From an optimization exercise on the open Yosys and OpenROAD flow, aimed at small area, a short achievable clock period and few clock cycles per item; shortcuts taken in it are not production practice.
Function was checked by simulation only, so behaviour that the tests miss may differ from the original.

==> run X: inputs <==
==> flow/design.v <==
`default_nettype none
package cpu_pkg;
    typedef enum logic [2:0] {
        ph_boot    = 3'd0,
        ph_fetch   = 3'd1,
        ph_operand = 3'd2,
        ph_execute = 3'd3,
        ph_halt    = 3'd4
    } phase_t;
    typedef enum logic [3:0] {
        op_mov  = 4'h0,
        op_add  = 4'h1,
        op_sub  = 4'h2,
        op_mul  = 4'h3,
        op_div  = 4'h4,
        op_in   = 4'h7,
        op_out  = 4'h8,
        op_stop = 4'hf
    } opcode_t;
endpackage
`default_nettype wire
`timescale 1ns/1ns
`default_nettype none
module cpu_top
(
    input  wire         clk,
    input  wire         rst_n,
    input  wire  [15:0] mem,
    input  wire  [15:0] in,
    output logic        we,
    output logic [5:0]  addr,
    output logic [15:0] data,
    output logic [15:0] out,
    output logic [5:0]  pc,
    output logic        status
);
    localparam logic [3:0] T_NONE  = 4'd0;
    localparam logic [3:0] T_INSTR = 4'd1;   
    localparam logic [3:0] T_VY    = 4'd2;   
    localparam logic [3:0] T_VZ    = 4'd3;   
    localparam logic [3:0] T_DST   = 4'd4;   
    localparam logic [3:0] T_SHOW  = 4'd5;   
    localparam logic [3:0] T_PY    = 4'd6;   
    localparam logic [3:0] T_PZ    = 4'd7;   
    localparam logic [3:0] T_PS    = 4'd8;   
    localparam logic [3:0] T_FY    = 4'd9;   
    localparam logic [3:0] T_FX    = 4'd10;  
    localparam logic [3:0] T_FZ    = 4'd11;  
    localparam logic [1:0] CU_NONE = 2'd0;
    localparam logic [1:0] CU_ADD  = 2'd1;
    localparam logic [1:0] CU_MUL  = 2'd2;
    localparam logic [1:0] CU_DIV  = 2'd3;
    logic [3:0]  itag;       
    logic [3:0]  mtag;       
    logic [7:0]  ir;         
    logic [15:0] ra, rb, rc;
    logic [5:0]  dest;
    logic        pend_x, pend_y, pend_z;
    logic        show_m, stop_m;
    logic        fetched;
    logic        wpend, rdy, dest_rdy;
    logic        need_y, need_z;
    logic [1:0]  cu;
    logic        sub_q;
    logic        dphase, cb;
    logic [3:0]  dk;
    logic        fy_ptr, fx_use, fx_ptr;    
    logic        st1;                       
    assign data = ra;
    logic        stale, start;
    logic        stale_q;       
    logic [15:0] ci;
    assign stale = we && (mtag == T_INSTR) && stale_q;
    assign start = (mtag == T_INSTR) && !stale && !wpend;
    assign ci    = mem;
    logic [3:0] op;
    assign op = ci[15:12];
    logic d_mov, d_add, d_sub, d_mul, d_div, d_in, d_out, d_stop, d_alu, d_yop, d_wr;
    assign d_mov  = (op == 4'h0);
    assign d_add  = (op == 4'h1);
    assign d_sub  = (op == 4'h2);
    assign d_mul  = (op == 4'h3);
    assign d_div  = (op == 4'h4);
    assign d_in   = (op == 4'h7);
    assign d_out  = (op == 4'h8);
    assign d_stop = (op == 4'hf);
    assign d_alu  = d_add | d_sub | d_mul | d_div;
    assign d_yop  = d_mov | d_alu;
    assign d_wr   = d_yop | d_in;
    logic s_zf;
    assign s_zf = !ci[15] && ci[3] && !ci[7];
    logic [3:0] mt;
    always_comb begin
        case (mtag)
            T_FY:    mt = need_y ? (fy_ptr ? T_PY : T_VY) : T_NONE;
            T_FZ:    mt = need_z ? T_PZ : T_NONE;
            T_FX:    mt = fx_use ? (fx_ptr ? T_PS : T_SHOW) : T_NONE;
            default: mt = mtag;
        endcase
    end
    logic deref;
    assign deref = (mt == T_PY) || (mt == T_PZ) || (mt == T_PS);
    logic       sel_x, sel_y, sel_z;
    logic [3:0] fld;
    logic [3:0] rtag;
    always_comb begin
        sel_x = 1'b0;
        sel_y = 1'b0;
        sel_z = 1'b0;
        if (pend_y)      sel_y = 1'b1;
        else if (pend_z) sel_z = 1'b1;
        else             sel_x = 1'b1;
        fld = sel_x ? {1'b0, dest[2:0]} : (sel_y ? ir[7:4] : ir[3:0]);
        if (show_m)     rtag = fld[3] ? T_PS : T_SHOW;
        else if (sel_y) rtag = fld[3] ? T_PY : T_VY;
        else if (sel_z) rtag = fld[3] ? T_PZ : T_VZ;
        else            rtag = T_DST;
    end
    logic any_pend, rd_ok, f_ok;
    assign any_pend = pend_x | pend_y | pend_z;
    logic cu_act;
    assign cu_act = (cu != CU_NONE) && !need_y && !need_z && !rdy;
    function automatic [17:0] booth_pp(input [2:0] b, input [15:0] m);
        logic zero, two, neg;
        logic [15:0] p;
        zero = (b == 3'b000) || (b == 3'b111);
        two  = (b == 3'b011) || (b == 3'b100);
        neg  = b[2] && !(b[1] && b[0]);
        p    = zero ? 16'd0 : (two ? {m[14:0], 1'b0} : m);
        booth_pp = {1'b0, neg, neg ? ~p : p};
    endfunction
    logic [17:0] pp0, pp1;
    assign pp0 = booth_pp({ra[1:0], cb}, rb);
    assign pp1 = booth_pp(ra[3:1], rb);
    logic [15:0] t0, t1;
    logic        n0, n1;
    always_comb begin
        if (cu == CU_MUL) begin
            t0 = pp0[15:0];
            n0 = pp0[16];
            t1 = {pp1[13:0], 2'b00};
            n1 = pp1[16];
        end else begin
            t0 = sub_q ? ~rb : rb;
            n0 = sub_q;
            t1 = 16'd0;
            n1 = 1'b0;
        end
    end
    logic [16:0] sum;
    assign sum = {1'b0, rc} + {1'b0, t0} + {1'b0, t1} + {16'd0, n0} + {14'd0, n1, 2'b00};
    logic ge;
    assign ge = sum[16];
    logic b_is0, dstep, cu_done;
    assign b_is0 = (rb == 16'd0);
    assign dstep = dphase || !(ge && !rb[15]);
    always_comb begin
        case (cu)
            CU_ADD:  cu_done = 1'b1;
            CU_MUL:  cu_done = (dk == 4'd3);
            CU_DIV:  cu_done = b_is0 || (dstep && dk == 4'd0);
            default: cu_done = 1'b0;
        endcase
    end
    logic done_now;
    assign done_now = (cu_act && cu_done) || ((mt == T_VY) && (cu == CU_NONE));
    logic [3:0] it;
    always_comb begin
        case (itag)
            T_FY:    it = need_y ? (fy_ptr ? T_PY : T_VY) : T_NONE;
            T_FZ:    it = need_z ? T_PZ : T_NONE;
            T_FX:    it = fx_use ? (fx_ptr ? T_PS : T_SHOW) : T_NONE;
            default: it = itag;
        endcase
    end
    logic it_ptr;
    assign it_ptr = (it == T_PY) || (it == T_PZ) || (it == T_PS);
    logic rdy_n1, dest_n1, wr_n1;
    always_comb begin
        rdy_n1 = rdy || done_now;
        case (cu)
            CU_NONE: if (it == T_VY) rdy_n1 = 1'b1;
            CU_ADD:  if (!rdy && (!need_y || mt == T_VY) && (!need_z || mt == T_VZ))
                         rdy_n1 = 1'b1;
            CU_MUL:  if (cu_act && dk == 4'd2) rdy_n1 = 1'b1;
            CU_DIV:  if ((cu_act && !b_is0 && dstep && dk == 4'd1) ||
                         (!rdy && !cu_act && (!need_y || mt == T_VY) && (!need_z || mt == T_VZ)))
                         rdy_n1 = 1'b1;
            default: ;
        endcase
    end
    assign dest_n1 = dest_rdy || (mt == T_DST) || (it == T_DST);
    assign wr_n1   = !wpend || (rdy_n1 && dest_n1 && !it_ptr);
    assign rd_ok = !start && !deref && any_pend &&
                   !(stop_m && (it == T_PS));
    assign f_ok  = !start && !deref && !any_pend && !stop_m && wr_n1 &&
                   (!fetched || ((mtag == T_INSTR) && wpend));
    logic w_ok;
    assign w_ok = !start && !deref && !rd_ok && !f_ok && wpend &&
                  (rdy || done_now) && (dest_rdy || (mt == T_DST));
    logic [5:0] w_addr;
    assign w_addr = (mt == T_DST) ? mem[5:0] : dest;
    logic halt;
    assign halt = !start && stop_m && !any_pend && (mt != T_PS) && (itag == T_NONE);
    always_ff @(posedge clk or negedge rst_n) begin
        if (!rst_n) begin
            addr   <= 6'd8;
            pc     <= 6'd8;
            we     <= 1'b0;
            itag   <= T_NONE;
            mtag   <= T_INSTR;
            status <= 1'b0;
            out    <= 16'd0;
            wpend  <= 1'b0;
        end else begin
            mtag <= itag;
            we   <= 1'b0;
            itag <= T_NONE;
            if (mt == T_SHOW) out <= mem;
            if (stale) begin
                itag <= T_INSTR;
            end else if (start) begin
                pc    <= pc + 6'd1;
                wpend <= d_wr;
                addr  <= {3'd0, ci[15] ? ci[10:8] : (s_zf ? ci[2:0] : ci[6:4])};
                itag  <= ci[15] ? T_FX : (s_zf ? T_FZ : T_FY);
            end else if (deref) begin
                addr <= mem[5:0];
                itag <= (mt == T_PY) ? T_VY : (mt == T_PZ) ? T_VZ : T_SHOW;
            end else if (rd_ok) begin
                addr <= {3'd0, fld[2:0]};
                itag <= rtag;
            end else if (f_ok) begin
                addr <= pc;
                itag <= T_INSTR;
            end else if (w_ok) begin
                addr  <= w_addr;
                we    <= 1'b1;
                wpend <= 1'b0;
            end
            if (halt) status <= 1'b1;
        end
    end
    always_ff @(posedge clk) begin
        begin
            if (mt == T_VY) need_y <= 1'b0;
            if (mt == T_VZ) need_z <= 1'b0;
            if (mt == T_DST) dest_rdy <= 1'b1;
            if ((mt == T_VY) && (cu == CU_NONE)) rdy <= 1'b1;
            if (rd_ok) begin
                if (sel_x) pend_x <= 1'b0;
                if (sel_y) pend_y <= 1'b0;
                if (sel_z) pend_z <= 1'b0;
            end
            if ((mtag == T_INSTR) && wpend) fetched <= 1'b0;
            if (f_ok) fetched <= 1'b1;
            stale_q <= (w_addr == addr);
            if (cu_act) begin
                if (cu_done) rdy <= 1'b1;
                if (cu == CU_MUL) begin
                    cb <= ra[3];
                    dk <= dk + 4'd1;
                end
                if (cu == CU_DIV && !b_is0) begin
                    if (!dstep) begin
                        dk <= dk + 4'd1;
                    end else if (dk != 4'd0) begin
                        dk     <= dk - 4'd1;
                        dphase <= 1'b1;
                    end
                end
            end
            st1    <= start;
            if (start) begin
                fy_ptr   <= ci[7];
                fx_use   <= d_out | (d_stop & (ci[10:8] != 3'd0));
                fx_ptr   <= ci[11];
                pend_x   <= (d_wr & ci[11]);
                pend_y   <= d_stop ? (ci[6:4] != 3'd0) : (d_yop & s_zf);
                pend_z   <= d_stop ? (ci[2:0] != 3'd0) : (d_alu & !s_zf);
                show_m   <= d_out | d_stop;
                stop_m   <= d_stop;
                fetched  <= 1'b0;
                rdy      <= d_in;
                dest_rdy <= !ci[11];
                need_y   <= d_yop;
                need_z   <= d_alu;
                cu       <= (d_add | d_sub) ? CU_ADD : d_mul ? CU_MUL :
                            d_div ? CU_DIV : CU_NONE;
                sub_q    <= d_sub | d_div;
                dphase   <= 1'b0;
                dk       <= 4'd0;
                cb       <= 1'b0;
            end
        end
    end
    always_ff @(posedge clk) begin
        if (mtag == T_INSTR) ir <= mem[7:0];
        if (start) dest <= {3'd0, ci[10:8]};
        if (mt == T_DST) dest <= mem[5:0];
        if (mt == T_VY) begin
            if (cu == CU_NONE || cu == CU_MUL) ra <= mem;
            else rc <= mem;
        end
        if (mt == T_VZ) rb <= mem;
        if (cu_act) begin
            case (cu)
                CU_ADD: ra <= sum[15:0];
                CU_MUL: begin
                    ra <= {sum[3:0], ra[15:4]};
                    rc <= {4'd0, sum[15:4]};
                end
                CU_DIV: begin
                    if (!b_is0) begin
                        if (!dstep) begin
                            rb <= {rb[14:0], 1'b0};
                        end else begin
                            if (ge) rc <= sum[15:0];
                            ra <= {ra[14:0], ge};
                            if (dk != 4'd0) rb <= {1'b0, rb[15:1]};
                        end
                    end
                end
                default: ;
            endcase
        end
        if (st1 && rdy) ra <= in;              
        if (st1 && cu == CU_MUL) rc <= 16'd0;
        if (st1 && cu == CU_DIV) ra <= 16'd0;
    end
endmodule
`default_nettype wire
==> flow/flow/run.sh <==
#!/bin/bash
# The standard layout (the standard.sh: unchanged synthesis and steps)
# with two choices of cells:
#  - port buffers: plain buf_2 instead of the clock delay buffer that
#    buffer_ports picks by default;
#  - clock tree: clkbuf_8 buffers at the leaves (clkbuf_16 at the root) and
#    no dummy loads, instead of clkbuf_16 everywhere.
set -euo pipefail
export BUFFER_PORTS_ARGS="-buffer_cell sky130_fd_sc_hd__buf_2"
export CTS_ARGS="-sink_clustering_enable -repair_clock_nets -dont_use_dummy_load -buf_list sky130_fd_sc_hd__clkbuf_8 -root_buf sky130_fd_sc_hd__clkbuf_16"
bash standard.sh > standard_sh.log 2>&1
==> flow/standard.sh <==
#!/bin/bash
# synth_recipe.tcl (not shown) runs the flow's synth.tcl, then flattens the netlist and writes it again
# the make line also repeats each setting of config.mk as NAME=value (left out here)
make -C /OpenROAD-flow-scripts/flow DESIGN_CONFIG=/design/flow/config.mk WORK_HOME=/design/flow/orfs CLKGATE_MAP_FILE= SYNTH_SCRIPT=/design/flow/synth_recipe.tcl "${@:-finish}"
==> flow/config.mk <==
export PLATFORM = sky130hd
export DESIGN_NAME = cpu_top
export DESIGN_NICKNAME = cpu_top
export VERILOG_FILES = /design/flow/design.v
export SDC_FILE = /design/flow/constraint.sdc
export NUM_CORES = 4
export LEC_CHECK = 0
export ABC_AREA = 1
export CAP_MARGIN = 20
export CORE_MARGIN = 2
export CORE_UTILIZATION = 80
export SLEW_MARGIN = 20
==> flow/constraint.sdc <==
create_clock -name core_clock -period 36.0 [get_ports {clk}]
set_input_delay 7.2000 -clock core_clock [delete_from_list [all_inputs] [get_ports {clk}]]
set_output_delay 7.2000 -clock core_clock [all_outputs]
set_load 0.01 [all_outputs]
==> inputs of run B, as changes to run X <==
==> flow/design.v, changed modules only <==
module cpu_top
(
    input  wire         clk,
    input  wire         rst_n,
    input  wire  [15:0] mem,
    input  wire  [15:0] in,
    output logic        we,
    output logic [5:0]  addr,
    output logic [15:0] data,
    output logic [15:0] out,
    output logic [5:0]  pc,
    output logic        status
);
    localparam logic [3:0] T_NONE  = 4'd0;
    localparam logic [3:0] T_INSTR = 4'd1;   
    localparam logic [3:0] T_VY    = 4'd2;   
    localparam logic [3:0] T_VZ    = 4'd3;   
    localparam logic [3:0] T_DST   = 4'd4;   
    localparam logic [3:0] T_SHOW  = 4'd5;   
    localparam logic [3:0] T_PY    = 4'd6;   
    localparam logic [3:0] T_PZ    = 4'd7;   
    localparam logic [3:0] T_PS    = 4'd8;   
    localparam logic [3:0] T_FY    = 4'd9;   
    localparam logic [3:0] T_FX    = 4'd10;  
    localparam logic [1:0] CU_NONE = 2'd0;
    localparam logic [1:0] CU_ADD  = 2'd1;
    localparam logic [1:0] CU_MUL  = 2'd2;
    localparam logic [1:0] CU_DIV  = 2'd3;
    logic [3:0]  itag;       
    logic [3:0]  mtag;       
    logic [7:0]  ir;         
    logic [15:0] ra, rb, rc;
    logic [5:0]  dest;
    logic        pend_x, pend_y, pend_z;
    logic        show_m, stop_m;
    logic        fetched;
    logic        wpend, rdy, dest_rdy;
    logic        need_y, need_z;
    logic [1:0]  cu;
    logic        sub_q;
    logic        dphase, cb;
    logic [3:0]  dk;
    logic        fy_ptr, fx_use, fx_ptr;    
    logic        st1;                       
    assign data = ra;
    logic        stale, start;
    logic        stale_q;       
    logic [15:0] ci;
    assign stale = we && (mtag == T_INSTR) && stale_q;
    assign start = (mtag == T_INSTR) && !stale;
    assign ci    = mem;
    logic [3:0] op;
    assign op = ci[15:12];
    logic d_mov, d_add, d_sub, d_mul, d_div, d_in, d_out, d_stop, d_alu, d_yop, d_wr;
    assign d_mov  = (op == 4'h0);
    assign d_add  = (op == 4'h1);
    assign d_sub  = (op == 4'h2);
    assign d_mul  = (op == 4'h3);
    assign d_div  = (op == 4'h4);
    assign d_in   = (op == 4'h7);
    assign d_out  = (op == 4'h8);
    assign d_stop = (op == 4'hf);
    assign d_alu  = d_add | d_sub | d_mul | d_div;
    assign d_yop  = d_mov | d_alu;
    assign d_wr   = d_yop | d_in;
    logic [3:0] mt;
    always_comb begin
        case (mtag)
            T_FY:    mt = need_y ? (fy_ptr ? T_PY : T_VY) : T_NONE;
            T_FX:    mt = fx_use ? (fx_ptr ? T_PS : T_SHOW) : T_NONE;
            default: mt = mtag;
        endcase
    end
    logic deref;
    assign deref = (mt == T_PY) || (mt == T_PZ) || (mt == T_PS);
    logic       sel_x, sel_y, sel_z;
    logic [3:0] fld;
    logic [3:0] rtag;
    always_comb begin
        sel_x = 1'b0;
        sel_y = 1'b0;
        sel_z = 1'b0;
        if (stop_m) begin
            if (pend_x)      sel_x = 1'b1;
            else if (pend_y) sel_y = 1'b1;
            else             sel_z = 1'b1;
        end else begin
            if (pend_z)      sel_z = 1'b1;
            else             sel_x = 1'b1;
        end
        fld = sel_x ? {1'b0, dest[2:0]} : (sel_y ? ir[7:4] : ir[3:0]);
        if (show_m)     rtag = fld[3] ? T_PS : T_SHOW;
        else if (sel_z) rtag = fld[3] ? T_PZ : T_VZ;
        else            rtag = T_DST;
    end
    logic any_pend, rd_ok, f_ok;
    assign any_pend = pend_x | pend_y | pend_z;
    logic cu_act;
    assign cu_act = (cu != CU_NONE) && !need_y && !need_z && !rdy;
    function automatic [17:0] booth_pp(input [2:0] b, input [15:0] m);
        logic zero, two, neg;
        logic [15:0] p;
        zero = (b == 3'b000) || (b == 3'b111);
        two  = (b == 3'b011) || (b == 3'b100);
        neg  = b[2] && !(b[1] && b[0]);
        p    = zero ? 16'd0 : (two ? {m[14:0], 1'b0} : m);
        booth_pp = {1'b0, neg, neg ? ~p : p};
    endfunction
    logic [17:0] pp0, pp1;
    assign pp0 = booth_pp({ra[1:0], cb}, rb);
    assign pp1 = booth_pp(ra[3:1], rb);
    logic [15:0] t0, t1;
    logic        n0, n1;
    always_comb begin
        if (cu == CU_MUL) begin
            t0 = pp0[15:0];
            n0 = pp0[16];
            t1 = {pp1[13:0], 2'b00};
            n1 = pp1[16];
        end else begin
            t0 = sub_q ? ~rb : rb;
            n0 = sub_q;
            t1 = 16'd0;
            n1 = 1'b0;
        end
    end
    logic [16:0] sum;
    assign sum = {1'b0, rc} + {1'b0, t0} + {1'b0, t1} + {16'd0, n0} + {14'd0, n1, 2'b00};
    logic ge;
    assign ge = sum[16];
    logic b_is0, dstep, cu_done;
    assign b_is0 = (rb == 16'd0);
    assign dstep = dphase || !(ge && !rb[15]);
    always_comb begin
        case (cu)
            CU_ADD:  cu_done = 1'b1;
            CU_MUL:  cu_done = (dk == 4'd3);
            CU_DIV:  cu_done = b_is0 || (dstep && dk == 4'd0);
            default: cu_done = 1'b0;
        endcase
    end
    logic done_now;
    assign done_now = (cu_act && cu_done) || ((mt == T_VY) && (cu == CU_NONE));
    logic [3:0] it;
    always_comb begin
        case (itag)
            T_FY:    it = need_y ? (fy_ptr ? T_PY : T_VY) : T_NONE;
            T_FX:    it = fx_use ? (fx_ptr ? T_PS : T_SHOW) : T_NONE;
            default: it = itag;
        endcase
    end
    logic it_ptr;
    assign it_ptr = (it == T_PY) || (it == T_PZ) || (it == T_PS);
    logic rdy_n1, dest_n1, wr_n1;
    always_comb begin
        rdy_n1 = rdy || done_now;
        case (cu)
            CU_NONE: if (it == T_VY) rdy_n1 = 1'b1;
            CU_ADD:  if (!rdy && (!need_y || mt == T_VY) && (!need_z || mt == T_VZ))
                         rdy_n1 = 1'b1;
            CU_MUL:  if (cu_act && dk == 4'd2) rdy_n1 = 1'b1;
            CU_DIV:  if (cu_act && !b_is0 && dstep && dk == 4'd1) rdy_n1 = 1'b1;
            default: ;
        endcase
    end
    assign dest_n1 = dest_rdy || (mt == T_DST) || (it == T_DST);
    assign wr_n1   = !wpend || (rdy_n1 && dest_n1 && !it_ptr);
    assign rd_ok = !start && !deref && any_pend &&
                   !(stop_m && (it == T_PS));
    assign f_ok  = !start && !deref && !any_pend && !fetched && !stop_m && wr_n1;
    logic w_ok;
    assign w_ok = !start && !deref && !rd_ok && !f_ok && wpend &&
                  (rdy || done_now) && (dest_rdy || (mt == T_DST));
    logic [5:0] w_addr;
    assign w_addr = (mt == T_DST) ? mem[5:0] : dest;
    logic halt;
    assign halt = !start && stop_m && !any_pend && (mt != T_PS) && (itag == T_NONE);
    always_ff @(posedge clk or negedge rst_n) begin
        if (!rst_n) begin
            addr   <= 6'd8;
            pc     <= 6'd9;
            we     <= 1'b0;
            itag   <= T_NONE;
            mtag   <= T_INSTR;
            status <= 1'b0;
            out    <= 16'd0;
            wpend  <= 1'b0;
        end else begin
            mtag <= itag;
            we   <= 1'b0;
            itag <= T_NONE;
            if (mt == T_SHOW) out <= mem;
            if (stale) begin
                itag <= T_INSTR;
            end else if (start) begin
                wpend <= d_wr;
                addr  <= {3'd0, ci[15] ? ci[10:8] : ci[6:4]};
                itag  <= ci[15] ? T_FX : T_FY;
            end else if (deref) begin
                addr <= mem[5:0];
                itag <= (mt == T_PY) ? T_VY : (mt == T_PZ) ? T_VZ : T_SHOW;
            end else if (rd_ok) begin
                addr <= {3'd0, fld[2:0]};
                itag <= rtag;
            end else if (f_ok) begin
                addr <= pc;
                pc   <= pc + 6'd1;
                itag <= T_INSTR;
            end else if (w_ok) begin
                addr  <= w_addr;
                we    <= 1'b1;
                wpend <= 1'b0;
            end
            if (halt) status <= 1'b1;
        end
    end
    always_ff @(posedge clk) begin
        begin
            if (mt == T_VY) need_y <= 1'b0;
            if (mt == T_VZ) need_z <= 1'b0;
            if (mt == T_DST) dest_rdy <= 1'b1;
            if ((mt == T_VY) && (cu == CU_NONE)) rdy <= 1'b1;
            if (rd_ok) begin
                if (sel_x) pend_x <= 1'b0;
                if (sel_y) pend_y <= 1'b0;
                if (sel_z) pend_z <= 1'b0;
            end
            if (f_ok) fetched <= 1'b1;
            stale_q <= (w_addr == addr);
            if (cu_act) begin
                if (cu_done) rdy <= 1'b1;
                if (cu == CU_MUL) begin
                    cb <= ra[3];
                    dk <= dk + 4'd1;
                end
                if (cu == CU_DIV && !b_is0) begin
                    if (!dstep) begin
                        dk <= dk + 4'd1;
                    end else if (dk != 4'd0) begin
                        dk     <= dk - 4'd1;
                        dphase <= 1'b1;
                    end
                end
            end
            st1    <= start;
            if (start) begin
                fy_ptr   <= ci[7];
                fx_use   <= d_out | (d_stop & (ci[10:8] != 3'd0));
                fx_ptr   <= ci[11];
                pend_x   <= (d_wr & ci[11]);
                pend_y   <= d_stop & (ci[6:4] != 3'd0);
                pend_z   <= d_stop ? (ci[2:0] != 3'd0) : d_alu;
                show_m   <= d_out | d_stop;
                stop_m   <= d_stop;
                fetched  <= 1'b0;
                rdy      <= d_in;
                dest_rdy <= !ci[11];
                need_y   <= d_yop;
                need_z   <= d_alu;
                cu       <= (d_add | d_sub) ? CU_ADD : d_mul ? CU_MUL :
                            d_div ? CU_DIV : CU_NONE;
                sub_q    <= d_sub | d_div;
                dphase   <= 1'b0;
                dk       <= 4'd0;
                cb       <= 1'b0;
            end
        end
    end
    always_ff @(posedge clk) begin
        if (mtag == T_INSTR) ir <= mem[7:0];
        if (start) dest <= {3'd0, ci[10:8]};
        if (mt == T_DST) dest <= mem[5:0];
        if (mt == T_VY) begin
            if (cu == CU_NONE || cu == CU_MUL) ra <= mem;
            else rc <= mem;
        end
        if (mt == T_VZ) rb <= mem;
        if (cu_act) begin
            case (cu)
                CU_ADD: ra <= sum[15:0];
                CU_MUL: begin
                    ra <= {sum[3:0], ra[15:4]};
                    rc <= {4'd0, sum[15:4]};
                end
                CU_DIV: begin
                    if (!b_is0) begin
                        if (!dstep) begin
                            rb <= {rb[14:0], 1'b0};
                        end else begin
                            if (ge) rc <= sum[15:0];
                            ra <= {ra[14:0], ge};
                            if (dk != 4'd0) rb <= {1'b0, rb[15:1]};
                        end
                    end
                end
                default: ;
            endcase
        end
        if (st1 && rdy) ra <= in;              
        if (st1 && cu == CU_MUL) rc <= 16'd0;
        if (st1 && cu == CU_DIV) ra <= 16'd0;
    end
endmodule
- CORE_UTILIZATION: 80 -> 40
==> inputs of run G, as changes to run X <==
==> flow/run.sh (new file) <==
#!/bin/bash
# synth_recipe.tcl (not shown) runs the flow's synth.tcl, then flattens the netlist and writes it again
# the make line also repeats each setting of config.mk as NAME=value (left out here)
make -C /OpenROAD-flow-scripts/flow DESIGN_CONFIG=/design/flow/config.mk WORK_HOME=/design/flow/orfs CLKGATE_MAP_FILE= SYNTH_SCRIPT=/design/flow/synth_recipe.tcl finish
- CORE_UTILIZATION: 80 -> 75
- CTS_BUF_LIST: default -> sky130_fd_sc_hd__clkbuf_8
removed: flow/flow/run.sh
removed: flow/standard.sh
==> qor summary <==
| item | run X | run G | run B |
|---|---|---|---|
| Average footprint of a synthesized cell | 7.03 µm² | 7.03 µm² | 7.20 µm² |
| Row cnt | 39 | 40 | 56 |
| Cell count after placement | 1495 | 1520 | 1664 |
| Crit-path max FO | 11 | 9 | 9 |
| Clock buffer count in the final layout | 17 | 18 | 17 |
| Global-route wire length before repair | 47900 µm | 47900 µm | 49000 µm |
| Yosys cell types | 56 | 56 | 66 |
| Min-delay src | itag[2]$_DFF_PN0_ | itag[2]$_DFF_PN0_ | itag[0]$_DFF_PN0_ |
| Final instance area | 9970 µm² | 10500 µm² | 10300 µm² |
| Sequential cell area fraction in the yosys report | 32.0% | 32.0% | 31.6% |
| GRT met1 Usage | 60.4% | 56.1% | 36.8% |
| Outcome | timing/DRC/antenna clean | timing/DRC/antenna clean | timing/DRC/antenna clean |
| Area used by multi-input combinational logic | 5520 µm² | 5520 µm² | 5660 µm² |
| Via count of the first global-routing pass | 9355 | 9604 | 8576 |
| Portion of netlist area occupied by mux cells | 0.215% | 0.215% | 1.37% |
| Stage delay of the slowest cell on the critical path | 0.58 ns | 0.62 ns | 0.59 ns |
| End of the critical path | pend_y$_SDFFCE_PN0P_ | data[1] | data[1] |
| Tcrit/Tclk final | 23.2% | 24.6% | 23.3% |
Testbench counts of run X, summed over its fixed seeds: cycles 28,082, instrs 5,006.
Testbench counts of run B, summed over its fixed seeds: cycles 28,922, instrs 5,006.
Testbench counts of run G, summed over its fixed seeds: cycles 28,082, instrs 5,006.

-- afterwards: timing with drivers on the ports --
No port has a modelled driver above. Below, the same layouts with a new extraction and two added sets of constraints. Step 1, drivers: a clkbuf_16 drives clk and a buf_2 each remaining input, both assumed. Step 2 times the ports against the registers' clock, not the clock port: input delays grow and output delays shrink by t, the midpoint of the rising clock arrivals with the driver on. Slacks: no drivers / after step 1 / after step 2; pairs: no drivers / after step 1.
run	shift t [ns]	slack for setup (ns)	worst hold slack (ns)	worst register clock-pin slew, ns	pins driven straight from the clock port
run X	0.411	27.642 / 27.637 / 27.232	0.411 / 0.411 / 0.411	0.09 / 0.09	1
run B	0.409	27.617 / 27.570 / 27.341	0.433 / 0.433 / 0.433	0.08 / 0.08	1
run G	0.518	27.156 / 27.118 / 26.737	0.407 / 0.407 / 0.407	0.09 / 0.09	1
After both steps every run listed still meets setup and hold. The setup slack of run G, which loses most, moves by -0.038 ns with the drivers and by -0.419 ns with both steps.
